Context: an optimization exercise on an open-source flow, tuned for small area. The choices shown serve that exercise and are no tape-out recipe.
In this exercise RTL edits were held to simulation tests only and were not proved equivalent to the original.
No activity file was given, so power comes from the tool's default toggle rates.

Setup of v9:
Design alu_pipe_top, start of the top module:
module alu_pipe_top #(
    parameter int XLEN = 32
) (
    input  wire          clk,
    input  wire          rst_n,
    input  wire          in_valid,
    input  wire  [33:0]  in_instr,
    output logic         retire_valid,
    output logic [36:0]  retire
);
Size in the first run: about 1100 flip-flops, ~75 I/O pins, ~0.048 sq mm of cells after synthesis.
==> module alu_pipe_top, before the edit <==
module alu_pipe_top #(
    parameter int XLEN = 32
) (
    input  wire          clk,
    input  wire          rst_n,
    input  wire          in_valid,
    input  wire  [33:0]  in_instr,
    output logic         retire_valid,
    output logic [36:0]  retire
);
    localparam logic [2:0] OP_NOP  = 3'd0;
    localparam logic [2:0] OP_SUB  = 3'd2;
    localparam logic [2:0] OP_AND  = 3'd3;
    localparam logic [2:0] OP_OR   = 3'd4;
    localparam logic [2:0] OP_XOR  = 3'd5;
    localparam logic [2:0] OP_ADDI = 3'd6;
    localparam logic [2:0] OP_BEQ  = 3'd7;
    logic [2:0]  in_op;
    logic [15:0] in_ob;
    always_comb begin
        in_op = in_instr[33:31];
        if (!in_valid || (in_op != OP_BEQ && in_instr[30:26] == 5'd0))
            in_op = OP_NOP;
        in_ob = in_instr[15:0];
        if (in_instr[33:31] != OP_ADDI)
            in_ob[4:0] = in_instr[20:16];
    end
    logic [2:0]  s1_op, s2_op, s3_op;
    logic [4:0]  s1_rd, s2_rd, s3_rd;
    logic [4:0]  s1_rs, s2_rs, s3_rs;
    logic [15:0] s1_ob, s2_ob, s3_ob;
    logic        taken;
    logic        we;
    always_ff @(posedge clk) begin
        s1_op <= rst_n ? in_op : OP_NOP;
        s2_op <= (rst_n && !taken) ? s1_op : OP_NOP;
        s3_op <= (rst_n && !taken) ? s2_op : OP_NOP;
        s1_rd <= in_instr[30:26];
        s1_rs <= in_instr[25:21];
        s1_ob <= in_ob;
        s2_rd <= s1_rd;
        s2_rs <= s1_rs;
        s2_ob <= s1_ob;
        s3_rd <= s2_rd;
        s3_rs <= s2_rs;
        s3_ob <= s2_ob;
    end
    logic [31:0] regs [1:31];
    logic [31:0] a, b;
    logic        w_valid;
    logic [4:0]  w_rd;
    logic [31:0] w_val;
    logic fwd_a, fwd_b;
    always_ff @(posedge clk) begin
        fwd_a <= we && s3_rd == s2_rs;
        fwd_b <= we && s3_rd == s2_ob[4:0];
    end
    always_comb begin
        a = w_val & {32{fwd_a}};
        b = w_val & {32{fwd_b}};
        for (int i = 1; i < 32; i++) begin
            a = a | (regs[i] & {32{!fwd_a && s3_rs == 5'(i)}});
            b = b | (regs[i] & {32{!fwd_b && s3_ob[4:0] == 5'(i)}});
        end
    end
    logic [31:0] y, addend, p, g, sum, res;
    logic        sub;
    assign sub    = s3_op == OP_SUB;
    assign y      = (s3_op == OP_ADDI) ? {{16{s3_ob[15]}}, s3_ob} : b;
    assign addend = sub ? ~y : y;
    assign p      = a ^ addend;
    assign g      = a & addend;
    logic [31:0] cg, cp;
    always_comb begin
        cg = g;
        cp = p;
        cg[0] = g[0] | (p[0] & sub);
        for (int l = 0; l < 5; l++) begin
            for (int i = 0; i < 32; i++) begin
                if (((i >> l) & 1) == 1) begin
                    cg[i] = cg[i] | (cp[i] & cg[((i >> l) << l) - 1]);
                    cp[i] = cp[i] & cp[((i >> l) << l) - 1];
                end
            end
        end
    end
    assign sum = p ^ {cg[30:0], sub};
    always_comb begin
        case (s3_op)
            OP_AND:  res = g;
            OP_OR:   res = p | g;
            OP_XOR:  res = p;
            default: res = sum;
        endcase
    end
    assign taken = s3_op == OP_BEQ && p == '0;
    logic [31:0] wd;
    assign we = s3_op != OP_NOP && s3_op != OP_BEQ;
    assign wd = w_val & {32{rst_n}};
    always_ff @(posedge clk) begin
        w_valid <= rst_n && we;
        w_rd    <= s3_rd;
        w_val   <= res;
    end
    for (genvar i = 1; i < 32; i++) begin : g_reg
        always_ff @(posedge clk) begin
            if (!rst_n || (w_valid && w_rd == 5'(i)))
                regs[i] <= wd;
        end
    end
    assign retire_valid = w_valid;
    assign retire       = {w_rd, w_val};
endmodule
Settings: LEC_CHECK=0, CAP_MARGIN=20, CORE_MARGIN=2, CORE_UTILIZATION=40, SETUP_SLACK_MARGIN=0.1, SLEW_MARGIN=20; clock period 6.0 ns.
standard.sh (not shown) runs the stock make flow with config.mk's settings and CLKGATE_MAP_FILE= SYNTH_SCRIPT=/design/flow/synth_recipe.tcl, a recipe that flattens the netlist after the stock synthesis.
==> flow/flow/run.sh <==
#!/bin/bash
# Standard layout (the standard.sh, standard synthesis unchanged) with two
# changes: a clock tree of clkbuf_8 leaves without dummy loads, and port
# buffers of the smallest buffer cell. Full tool output goes to standard.log
# here and to ORFS's own logs under orfs/logs.
set -euo pipefail
CTS="-sink_clustering_enable -repair_clock_nets -dont_use_dummy_load"
CTS="$CTS -buf_list sky130_fd_sc_hd__clkbuf_8"
CTS="$CTS -sink_clustering_size 12 -sink_clustering_max_diameter 60"
bash standard.sh "CTS_ARGS=$CTS" \
    "BUFFER_PORTS_ARGS=-buffer_cell sky130_fd_sc_hd__buf_1" \
    finish > standard.log 2>&1
The following lists how v15 was set up differently from v9:
-- flow/design.v --
<<< v9, line 73
    logic [15:0] s1_ob, s2_ob, s3_ob;
    logic        taken;
    logic        we;
    always_ff @(posedge clk) begin
        s1_op <= rst_n ? in_op : OP_NOP;
>>> v15, line 73
    logic [15:0] s1_ob, s2_ob, s3_ob;
    logic        taken;
    always_ff @(posedge clk) begin
        s1_op <= rst_n ? in_op : OP_NOP;
<<< v9, line 106
        end
    end
    logic [31:0] y, addend, p, g, sum, res;
    logic        sub;
    assign sub    = s3_op == OP_SUB;
    assign y      = (s3_op == OP_ADDI) ? {{16{s3_ob[15]}}, s3_ob} : b;
    assign addend = sub ? ~y : y;
    assign p      = a ^ addend;
    assign g      = a & addend;
    logic [31:0] cg, cp;
    always_comb begin
        cg = g;
        cp = p;
        cg[0] = g[0] | (p[0] & sub);
        for (int l = 0; l < 5; l++) begin
            for (int i = 0; i < 32; i++) begin
                if (((i >> l) & 1) == 1) begin
                    cg[i] = cg[i] | (cp[i] & cg[((i >> l) << l) - 1]);
                    cp[i] = cp[i] & cp[((i >> l) << l) - 1];
                end
            end
        end
    end
    assign sum = p ^ {cg[30:0], sub};
    always_comb begin
        case (s3_op)
            OP_AND:  res = g;
            OP_OR:   res = p | g;
            OP_XOR:  res = p;
            default: res = sum;
        endcase
    end
    assign taken = s3_op == OP_BEQ && p == '0;
    logic [31:0] wd;
    assign we = s3_op != OP_NOP && s3_op != OP_BEQ;
>>> v15, line 105
        end
    end
    logic [31:0] y, addend, sum, res;
    logic        sub;
    assign sub    = s3_op == OP_SUB;
    assign y      = (s3_op == OP_ADDI) ? {{16{s3_ob[15]}}, s3_ob} : b;
    assign addend = sub ? ~y : y;
    assign sum    = a + addend + {31'd0, sub};
    always_comb begin
        case (s3_op)
            OP_AND:  res = a & b;
            OP_OR:   res = a | b;
            OP_XOR:  res = a ^ b;
            default: res = sum;
        endcase
    end
    assign taken = s3_op == OP_BEQ && a == b;
    logic        we;
    logic [31:0] wd;
    assign we = s3_op != OP_NOP && s3_op != OP_BEQ;
Results
v15 did not stop at any stage, and its layout met the timing, DRC and antenna checks. From v9 to v15 the numbers moved as follows: global routing usage summed across all routing layers rose 0.73 points; sum of routed wire length over all layers went up by 5.3%; final worst slack saw an increase; non-clock buffering overhead in the final layout higher. Per the comparison of v15 with v9, part of the power in combinational logic has increased, overall power has increased, placed wire-length estimate has increased.

what the ideal ports hide:
Ports are ideal in the flow. The routed layouts listed here were re-timed in OpenROAD. Step 1 assumes that a clkbuf_16 drives the clock port and a buf_2 every other input. Step 2 also shifts input and output timing later by t, the mid clock arrival at the registers, as if the neighbouring blocks saw the same clock. a / b / c = no drivers / after step 1 / after step 2; a / b = the first two.
run	t (ns)	slack for setup (ns)	worst slew at a driven data input, ns
v9	0.861	0.233 / 0.233 / 0.233	0.04
v15	0.868	0.272 / 0.272 / 0.272	0.04
After both steps every run listed still meets setup and hold.
